Background: an optimization exercise with open tools, aiming at small area and a short achievable clock period. Do not read the settings as production practice. The RTL was checked by simulation tests, not by an equivalence proof against the original design. Power and IR drop assume default switching activity.

## flow/design.v

```verilog
package mcb_port_pkg;
  localparam int DATA_FIFO_DEPTH = 64;
  localparam logic [1:0] CLS_WRITE   = 2'd0;
  localparam logic [1:0] CLS_READ    = 2'd1;
  localparam logic [1:0] CLS_REFRESH = 2'd2;
  localparam logic [1:0] CLS_INVALID = 2'd3;
  function automatic logic [1:0] instr_class(input logic [2:0] instr);
    if (instr[2]) instr_class = (instr[1:0] == 2'b00) ? CLS_REFRESH : CLS_INVALID;
    else          instr_class = instr[0] ? CLS_READ : CLS_WRITE;
  endfunction
  function automatic logic [32:0] pack_word(input logic [3:0] mask, input logic [31:0] data);
    logic [1:0] k;
    k = mask[0] ? 2'd0 : mask[1] ? 2'd1 : mask[2] ? 2'd2 : 2'd3;
    if (mask == 4'b0000) begin
      pack_word = {1'b0, data};
    end else begin
      pack_word[32]    = 1'b1;
      pack_word[7:0]   = {mask, k, 2'b00};
      pack_word[15:8]  = (k == 2'd1) ? data[7:0] : data[15:8];
      pack_word[23:16] = (k == 2'd2) ? data[7:0] : data[23:16];
      pack_word[31:24] = (k == 2'd3) ? data[7:0] : data[31:24];
    end
  endfunction
  function automatic logic [35:0] unpack_word(input logic [32:0] w);
    logic [1:0] k;
    logic [7:0] lane0;
    k = w[32] ? w[3:2] : 2'd0;
    case (k)
      2'd0: lane0 = w[7:0];
      2'd1: lane0 = w[15:8];
      2'd2: lane0 = w[23:16];
      default: lane0 = w[31:24];
    endcase
    unpack_word = {(w[32] ? w[7:4] : 4'b0000), w[31:8], lane0};
  endfunction
  function automatic logic [31:0] merge_bytes(input logic [31:0] old_word,
                                              input logic [31:0] new_word,
                                              input logic [3:0]  keep);
    for (int i = 0; i < 4; i++) begin
      merge_bytes[8*i +: 8] = keep[i] ? old_word[8*i +: 8] : new_word[8*i +: 8];
    end
  endfunction
endpackage
module mcb_port_fifo #(
  parameter int WIDTH = 32,
  parameter int DEPTH = 64,
  localparam int BD   = DEPTH - 1,
  localparam int BW   = $clog2(BD),
  localparam int CW   = $clog2(DEPTH) + 1
) (
  input  logic             clk,
  input  logic             rst,
  input  logic             push,
  input  logic [WIDTH-1:0] din,
  input  logic             pop,
  output logic [WIDTH-1:0] dout,
  output logic [CW-1:0]    count,
  output logic             full,
  output logic             empty,
  output logic             push_drop,
  output logic             pop_err
);
  logic [WIDTH-1:0] buf_r [BD];
  logic [WIDTH-1:0] head_r;
  logic [BW-1:0]    wr_ptr_r;      
  logic [BD-1:0]    rd_sel_r;      
  logic [CW-1:0]    count_r;
  logic             empty_r;       
  logic             single_r;      
  logic             full_s;
  logic             is1_s;
  logic             is2_s;
  logic             push_ok_s;
  logic             pop_ok_s;
  logic             inc_s;
  logic             dec_s;
  logic             head_din_s;
  logic             head_buf_s;
  logic             buf_push_s;
  logic [WIDTH-1:0] buf_head_s;
  always_comb begin
    buf_head_s = {WIDTH{1'b0}};
    for (int i = 0; i < BD; i++) begin
      buf_head_s = buf_head_s | (buf_r[i] & {WIDTH{rd_sel_r[i]}});
    end
  end
  assign full_s     = count_r[CW-1];
  assign is1_s      = (count_r == CW'(1));
  assign is2_s      = (count_r == CW'(2));
  assign pop_ok_s   = pop & ~empty_r;
  assign push_ok_s  = push & (~full_s | pop);
  assign push_drop  = push & ~push_ok_s;
  assign pop_err    = pop & empty_r;
  assign inc_s      = push_ok_s & ~pop_ok_s;
  assign dec_s      = pop_ok_s & ~push_ok_s;
  assign head_buf_s = pop_ok_s & ~single_r;
  assign head_din_s = push_ok_s & single_r & (empty_r | pop);
  assign buf_push_s = push_ok_s & ~head_din_s;
  always_ff @(posedge clk) begin
    for (int i = 0; i < BD; i++) begin
      if (wr_ptr_r == BW'(i) && (~full_s | pop)) begin
        buf_r[i] <= din;
      end
    end
  end
  always_ff @(posedge clk or posedge rst) begin
    if (rst) begin
      head_r   <= {WIDTH{1'b0}};
      wr_ptr_r <= {BW{1'b0}};
      rd_sel_r <= BD'(1);
      count_r  <= {CW{1'b0}};
      empty_r  <= 1'b1;
      single_r <= 1'b1;
    end else begin
      if (head_buf_s) begin
        head_r <= buf_head_s;
      end else if (head_din_s) begin
        head_r <= din;
      end else if (pop_ok_s) begin
        head_r <= {WIDTH{1'b0}};
      end
      if (buf_push_s) begin
        wr_ptr_r <= (wr_ptr_r == BW'(BD - 1)) ? {BW{1'b0}} : wr_ptr_r + BW'(1);
      end
      if (head_buf_s) begin
        rd_sel_r <= {rd_sel_r[BD-2:0], rd_sel_r[BD-1]};
      end
      if (inc_s) begin
        count_r <= count_r + CW'(1);
      end else if (dec_s) begin
        count_r <= count_r - CW'(1);
      end
      empty_r  <= (empty_r & ~push_ok_s) | (is1_s & dec_s);
      single_r <= empty_r | (is1_s & ~inc_s) | (is2_s & dec_s);
    end
  end
  assign dout  = head_r;
  assign count = count_r;
  assign full  = full_s;
  assign empty = empty_r;
endmodule
module mcb_port_model #(
  parameter int MEM_AW         = 6,
  parameter int CMD_DEPTH      = 4,
  parameter int READ_LATENCY   = 4,
  parameter int REFRESH_CYCLES = 8
) (
  input  logic        clk,
  input  logic        rst,
  input  logic        cmd_en,
  input  logic [2:0]  cmd_instr,
  input  logic [5:0]  cmd_bl,
  input  logic [27:0] cmd_word_addr,
  output logic        cmd_empty,
  output logic        cmd_full,
  input  logic        wr_en,
  input  logic [3:0]  wr_mask,
  input  logic [31:0] wr_data,
  output logic        wr_full,
  output logic        wr_empty,
  output logic [6:0]  wr_count,
  output logic        wr_underrun,
  output logic        wr_error,
  input  logic        rd_en,
  output logic [31:0] rd_data,
  output logic        rd_full,
  output logic        rd_empty,
  output logic [6:0]  rd_count,
  output logic        rd_overflow,
  output logic        rd_error
);
  localparam int CMD_W  = 2 + 6 + MEM_AW;
  localparam int CMD_CW = $clog2(CMD_DEPTH) + 1;
  localparam int WR_W   = 33;
  logic [CMD_W-1:0]  cmd_head_s;
  logic [CMD_CW-1:0] cmd_count_s;
  logic              cmd_empty_s;
  logic              cmd_pop_s;
  logic              cmd_drop_s;
  logic              cmd_pop_err_s;
  logic [WR_W-1:0]   wr_din_s;
  logic [WR_W-1:0]   wr_head_s;
  logic              wr_empty_s;
  logic              wr_pop_s;
  logic              wr_drop_s;
  logic              wr_underrun_s;
  logic              rd_push_s;
  logic              rd_overflow_s;
  logic              rd_pop_err_s;
  logic [31:0]       ram_r [2**MEM_AW];
  logic [31:0]       rdata_r;
  logic [31:0]       ram_rd_s;        
  logic [2**MEM_AW-1:0] asel_r;     
  logic [5:0]        beat_r;
  logic [1:0]        wait_r;
  logic              st_write_r;
  logic              st_rwait_r;
  logic              st_read_r;
  logic              st_ref_r;
  logic              st_idle_s;
  logic [35:0]       wword_s;
  logic [31:0]       wdata_s;
  logic [3:0]        wmask_s;
  logic              wr_underrun_r;
  logic              wr_error_r;
  logic              rd_overflow_r;
  logic              rd_error_r;
  assign wr_din_s = mcb_port_pkg::pack_word(wr_mask, wr_data);
  mcb_port_fifo #(.WIDTH(CMD_W), .DEPTH(CMD_DEPTH)) u_cmd_fifo (
    .clk       (clk),
    .rst       (rst),
    .push      (cmd_en),
    .din       ({mcb_port_pkg::instr_class(cmd_instr), cmd_bl, cmd_word_addr[MEM_AW-1:0]}),
    .pop       (cmd_pop_s),
    .dout      (cmd_head_s),
    .count     (cmd_count_s),
    .full      (cmd_full),
    .empty     (cmd_empty_s),
    .push_drop (cmd_drop_s),
    .pop_err   (cmd_pop_err_s)
  );
  mcb_port_fifo #(.WIDTH(WR_W), .DEPTH(mcb_port_pkg::DATA_FIFO_DEPTH)) u_wr_fifo (
    .clk       (clk),
    .rst       (rst),
    .push      (wr_en),
    .din       (wr_din_s),
    .pop       (wr_pop_s),
    .dout      (wr_head_s),
    .count     (wr_count),
    .full      (wr_full),
    .empty     (wr_empty_s),
    .push_drop (wr_drop_s),
    .pop_err   (wr_underrun_s)
  );
  mcb_port_fifo #(.WIDTH(32), .DEPTH(mcb_port_pkg::DATA_FIFO_DEPTH)) u_rd_fifo (
    .clk       (clk),
    .rst       (rst),
    .push      (rd_push_s),
    .din       (rdata_r),
    .pop       (rd_en),
    .dout      (rd_data),
    .count     (rd_count),
    .full      (rd_full),
    .empty     (rd_empty),
    .push_drop (rd_overflow_s),
    .pop_err   (rd_pop_err_s)
  );
  assign st_idle_s = ~(st_write_r | st_rwait_r | st_read_r | st_ref_r);
  assign cmd_pop_s = st_idle_s & ~cmd_empty_s;
  assign wr_pop_s  = st_write_r;
  assign rd_push_s = st_read_r;
  assign wword_s   = mcb_port_pkg::unpack_word(wr_head_s);
  assign wdata_s   = wword_s[31:0];
  assign wmask_s   = wword_s[35:32];
  always_ff @(posedge clk) begin
    for (int i = 0; i < 2**MEM_AW; i++) begin
      for (int l = 0; l < 4; l++) begin
        if (st_write_r && asel_r[i] && !wmask_s[l]) begin
          ram_r[i][8*l +: 8] <= wdata_s[8*l +: 8];
        end
      end
    end
  end
  always_ff @(posedge clk) begin
    rdata_r <= ram_rd_s;
  end
  always_comb begin
    ram_rd_s = 32'h0000_0000;
    for (int i = 0; i < 2**MEM_AW; i++) begin
      ram_rd_s = ram_rd_s | (ram_r[i] & {32{asel_r[i]}});
    end
  end
  always_ff @(posedge clk or posedge rst) begin
    if (rst) begin
      st_write_r <= 1'b0;
      st_rwait_r <= 1'b0;
      st_read_r  <= 1'b0;
      st_ref_r   <= 1'b0;
      asel_r     <= {{(2**MEM_AW-1){1'b0}}, 1'b1};
      beat_r     <= 6'd0;
      wait_r     <= 2'd0;
    end else begin
      if (st_idle_s) begin
        if (!cmd_empty_s) begin
          asel_r     <= (2**MEM_AW)'(1) << cmd_head_s[MEM_AW-1:0];
          beat_r     <= (cmd_head_s[CMD_W-1 -: 2] == mcb_port_pkg::CLS_REFRESH)
                        ? 6'(REFRESH_CYCLES - 1) : cmd_head_s[MEM_AW +: 6];
          wait_r     <= 2'd0;
          st_write_r <= (cmd_head_s[CMD_W-1 -: 2] == mcb_port_pkg::CLS_WRITE);
          st_rwait_r <= (cmd_head_s[CMD_W-1 -: 2] == mcb_port_pkg::CLS_READ);
          st_ref_r   <= (cmd_head_s[CMD_W-1 -: 2] == mcb_port_pkg::CLS_REFRESH);
        end
      end
      if (st_write_r | st_read_r | st_ref_r) begin
        if (!st_ref_r) begin
          asel_r <= {asel_r[2**MEM_AW-2:0], asel_r[2**MEM_AW-1]};
        end
        if (beat_r == 6'd0) begin
          st_write_r <= 1'b0;
          st_read_r  <= 1'b0;
          st_ref_r   <= 1'b0;
        end else begin
          beat_r <= beat_r - 6'd1;
        end
      end
      if (st_rwait_r) begin
        wait_r <= wait_r + 2'd1;
        if (wait_r == 2'(READ_LATENCY - 1)) begin
          st_rwait_r <= 1'b0;
          st_read_r  <= 1'b1;
          asel_r     <= {asel_r[2**MEM_AW-2:0], asel_r[2**MEM_AW-1]};
        end
      end
    end
  end
  always_ff @(posedge clk or posedge rst) begin
    if (rst) begin
      wr_underrun_r <= 1'b0;
      wr_error_r    <= 1'b0;
      rd_overflow_r <= 1'b0;
      rd_error_r    <= 1'b0;
    end else begin
      if (wr_underrun_s) begin
        wr_underrun_r <= 1'b1;
      end
      if (cmd_drop_s | wr_drop_s) begin
        wr_error_r <= 1'b1;
      end
      if (rd_overflow_s) begin
        rd_overflow_r <= 1'b1;
      end
      if (rd_pop_err_s) begin
        rd_error_r <= 1'b1;
      end
    end
  end
  assign cmd_empty   = cmd_empty_s;
  assign wr_empty    = wr_empty_s;
  assign wr_underrun = wr_underrun_r;
  assign wr_error    = wr_error_r;
  assign rd_overflow = rd_overflow_r;
  assign rd_error    = rd_error_r;
endmodule
```

## flow/run.sh

```bash
#!/bin/bash
# synth_recipe.tcl (not shown) runs the flow's synth.tcl, then flattens the netlist and writes it again
# the make line also repeats each setting of config.mk as NAME=value (left out here)
make -C /OpenROAD-flow-scripts/flow DESIGN_CONFIG=/design/flow/config.mk WORK_HOME=/design/flow/orfs CLKGATE_MAP_FILE= SYNTH_SCRIPT=/design/flow/synth_recipe.tcl finish
```

## flow/config.mk

```make
export PLATFORM = sky130hd
export DESIGN_NAME = mcb_port_model
export DESIGN_NICKNAME = mcb_port_model
export VERILOG_FILES = /design/flow/design.v
export SDC_FILE = /design/flow/constraint.sdc
export NUM_CORES = 4
export LEC_CHECK = 0
export CAP_MARGIN = 20
export CORE_MARGIN = 2
export CORE_UTILIZATION = 60
export CTS_CLUSTER_DIAMETER = 70
export CTS_CLUSTER_SIZE = 24
export SETUP_SLACK_MARGIN = 3.3
export SLEW_MARGIN = 20
```

## flow/constraint.sdc

```tcl
create_clock -name core_clock -period 6.0 [get_ports {clk}]
set_input_delay 1.2000 -clock core_clock [delete_from_list [all_inputs] [get_ports {clk}]]
set_output_delay 1.2000 -clock core_clock [all_outputs]
set_load 0.01 [all_outputs]
```

==> impl_summary.txt <==
----------------------------------------------------
[Timing]
  Hold violation count in the final report ... 0
  Slew at the pin closest to its max-slew limit ... 1.11 ns
  Headroom to the max-slew limit ... 0.257
  Final critical-path required period ... 3.09 ns
  Share of the clock period used by the worst path after layout ... 0.514
  Final number of max-transition violations ... 0
  Setup repair after global routing missed its margin ... true
  Final count of negative-setup-slack endpoints ... 0
  Peak Freq ... 324 MHz
  Largest clock skew in the final design ... 0.0702 ns
  Total Neg Setup Slack ... 0 ns

[Detailed routing]
  Average vias per placed instance ... 8.27
  Detailed router's first-iteration violation count ... 37700
  Pre-antenna DRT Iters ... 15
  DR WL/cell ... 53.9 um
  Number of vias after detailed routing ... 156000
  Sum of routed wire length over all layers ... 1020000 um
  Antenna viol nets, final ... 0
  Number of remaining DRC errors ... 0

[CTS]
  # clock sinks ... 6542
  Clk root buf ... clkbuf_16
  Later-pin clock latency in the skew report ... 1.04 ns
  Number of clock buffers inserted by TritonCTS ... 346
  Clock-pin slew reported for the worst setup and hold paths after clock tree synthesis ... 0.10 ns
  H-tree depth ... 5
  Worst-case clock buffer depth ... 4
  TritonCTS clock tree ... built
  Cts hold-fix bufs ... 0

[Final layout]
  Filler Cells Inserted ... 25800
  Most frequent standard cell in the layout excluding fill and tap cells ... edfxtp_1
  Total Nets Final ... 13400
  Utilization after layout ... 0.679
  Area delta synth->final ... 12.7%
  Commonest cells after routing, fill and taps aside ... 6185 x edfxtp_1, 1269 x a22o_1, 1207 x a221oi_1
  Fraction of final layout cells sized beyond drive strength 1 ... 0.188
  Final Instance Count excl. Fillers ... 18900

[Die]
  I/O pins ... 134
  Die height ... 632 um
  Core Area ... 393000 um^2
  Floorplan die width ... 632 um
  Row count ... 230
  Area of the die ... 399000 um^2
  Effective utilization at floorplan ... 0.603

[Worst setup path]
  Capture point of the worst reg-to-reg path ... u_wr_fifo.head_r[0]
  Setup crit start kind ... register
  Critical path launch point ... u_wr_fifo.rd_sel_r[44]
  Data arrival time at the worst-slack endpoint ... 3.96 ns
  Critical Path End Type ... register
  Reg-to-reg slack, setup ... 2.91 ns
  Start of the worst register-to-register path ... u_wr_fifo.rd_sel_r[44]
  CP Class ... reg2reg
  Data required time of the critical path ... 6.87 ns
  Largest driver fanout on the critical path ... 16
  Register-to-Register Path Depth ... 5

[Power]
  Internal power summed over all cells ... 0.0761 W
  Largest voltage drop on the vdd net ... 0.988 mV
  Net Switching ... 0.0402 W
  Leakage power total ... 85.4 nW
  Clock Power Share ... 0.233
  Post-route total power ... 0.116 W
  Switching part of the total power ... 0.346
  Sequential share of power ... 0.511
  Power per unit of standard cell area ... 436 nW/um^2
  Combinational share of power ... 0.256

[Synth]
  Top_reg_cell synth ... edfxtp_1
  Number of different library cells in the post-synthesis netlist ... 65
  Avg Synthesized Cell Area ... 18.8 um^2
  Number of synthesized register bits ... 6542
  Post-Syn Area ... 237000 um^2
  Seq/Total Area, Yosys ... 0.822
  Number of synthesized flops with an enable pin ... 6185
  Yosys warns ... 8
  Share of flip-flops with an asynchronous set or reset after synthesis ... 0.0497
  Synthesized netlist cell count ... 12600
  Post-synth net total ... 12700

[Hold path]
  Worst hold endpoint ... wait_r[0]
  Worst Hold Path Cells ... 1
  Class of the most critical hold timing path ... reg2reg
  Startpoint of the most critical hold path ... wait_r[0]

[Placed design]
  Final HPWL DP ... 565000 um
  # port buffers ... 111
  Final GP Congestion ... 1.03
  Post-Place Cells ... 17700

[Global routing]
  Largest net degree at the start of global routing ... 111
  Gr ovfl total ... 0
  Number of antenna violations at the first check in global routing ... 73
  GRT Util Overall ... 0.503
  Vias in the first global route ... 140000
  Wire length of the first global-routing pass ... 1310000 um

[Outcome]
  Run status ... complete, no violations

[Job]
  Number of max-capacitance violations reported ... 0

----------------------------------------------------
## worst max-delay path by stage
stage	endpoint	slack (ns)
after CTS	rd_empty	2.96
after detailed placement	u_rd_fifo.buf_r[15][9]	1.20
after floorplan	asel_r[10]	0.47
final	u_wr_fifo.head_r[0]	2.91
after global placement	wr_error_r	-0.32
after global routing	rd_full	3.00
## synthesized netlist by cell type (9+ instances only)
library cell,n,area (um^2)
or4_1,38,285
nand2b_1,25,156
edfxtp_1,6185,186000
nor2_1,445,1670
buf_2,240,1200
a222oi_1,79,791
o21ai_0,75,375
dfxtp_1,32,641
a221o_1,14,140
ha_1,29,363
buf_6,19,214
o211ai_1,12,90.1
or3_1,35,219
xor2_1,10,87.6
a22o_1,1278,11200
o22ai_1,17,106
buf_1,61,229
a221oi_1,1263,11100
nand3_1,32,160
a22oi_1,514,3860
dfrtp_1,315,7880
nor3_1,16,80.1
nand4_1,456,2850
inv_1,35,131
nor2b_1,9,56.3
nand2_1,392,1470
and3_1,10,62.6
nor4_1,67,419
o21ai_1,34,170
dfstp_2,10,263
mux2_2,100,1130
o2bb2ai_1,32,280
a21boi_0,17,128
clkbuf_1,583,2190
a21oi_1,52,260
## power groups by stage
stage / clock [W] / sequential (W) / combinational, W
2_1_floorplan: 0 / 0.0597 / 0.00899
3_3_place_gp: 0 / 0.0606 / 0.0236
3_5_place_dp: 0 / 0.0608 / 0.0240
4_1_cts: 0.0268 / 0.0593 / 0.0272
5_1_grt: 0.0283 / 0.0595 / 0.0289
6_report: 0.0271 / 0.0594 / 0.0298
## flip-flops by register name, summed over array words and instances, names as in the netlist, 32 cells and up
| signal | count |
|---|---|
| u_wr_fifo.buf_r | 2079 |
| ram_r | 2048 |
| u_rd_fifo.buf_r | 2016 |
| asel_r | 64 |
| u_rd_fifo.rd_sel_r | 63 |
| u_wr_fifo.rd_sel_r | 63 |
| u_cmd_fifo.buf_r | 42 |
| u_wr_fifo.head_r | 33 |
| rdata_r | 32 |
| u_rd_fifo.head_r | 32 |
## per-layer routing
layer / wire (um) / GRT usage / part of all wire
met5: 1150 / 0.00676 / 0.0011
met4: 90700 / 0.346 / 0.089
met3: 189000 / 0.199 / 0.19
met2: 419000 / 0.697 / 0.41
met1: 318000 / 0.654 / 0.31
## area by class of cell
class                      instances  area (um^2)  share of cell area
tap                             5220         6530              0.0245
clock buffer                     474         9410              0.0353
clock inverter                   132         1500             0.00563
inverter                          36          140            0.000526
multi-input combinational       5124        41000               0.154
sequential                      6542       195000               0.732
antenna                           93          233            0.000873
timing repair buffer            1257        12600              0.0472
## kinds of logic (layout without fill, tap and decap cells)
logic type,count (synthesis),after routing,share of synthesized area
other cells,0,93,0
compound gates,3418,3418,0.121
simple gates,1551,1557,0.0326
mux,103,103,0.00489
buf+inv,944,1899,0.0169
xor+xnor,17,17,0.000629
flops,6542,6542,0.822
fa+ha+maj,29,29,0.00153
## worst max-delay path, cell delays in order, from the launching register on
cell	delay, ns
dfrtp_2	0.76
a22o_1	0.35
a221oi_1	0.29
nand4_1	0.27
nor4_4	0.94
o221ai_1	0.27
## stage by stage
step,instance area (um^2),hold slack [ns],setup WS (ns)
after global placement,248000,0.444,-0.323
after global routing,266000,0.539,3.00
after floorplan,237000,0.460,0.471
final,267000,0.515,2.91
after CTS,265000,0.465,2.96
after detailed placement,248000,0.448,1.20
## what timing repair did
item                                    4_1_cts  5_1_grt
buffers inserted                            333      108
hold endpoints to repair                      0        0
endpoints found under the setup margin     6969     1082
gates resized for setup                     928      123
cloned                                        5        1
pin swaps                                   130       32

re-timing with driven ports:
Ports are ideal in the flow. The routed layout listed here was re-timed in OpenROAD.
Step 1 assumes that a clkbuf_16 drives the clock port and a buf_2 every other input.
Step 2 adds t to the input delays and takes it off the output delays; t is the mean of the earliest and latest rising clock arrival at the registers after step 1. Input paths then give back, and output paths get back, about the clock's delay inside the block.
Three values: no drivers, after step 1, after step 2; two values: the first two.
t, ns: 1.135
setup WS [ns]: 2.915 / 2.878 / 2.327
slew at the worst register clock pin (ns): 0.10 / 0.10
After both steps this run still meets setup and hold. For this run, drivers alone change the setup slack by -0.037 ns; drivers and shift together by -0.588 ns.
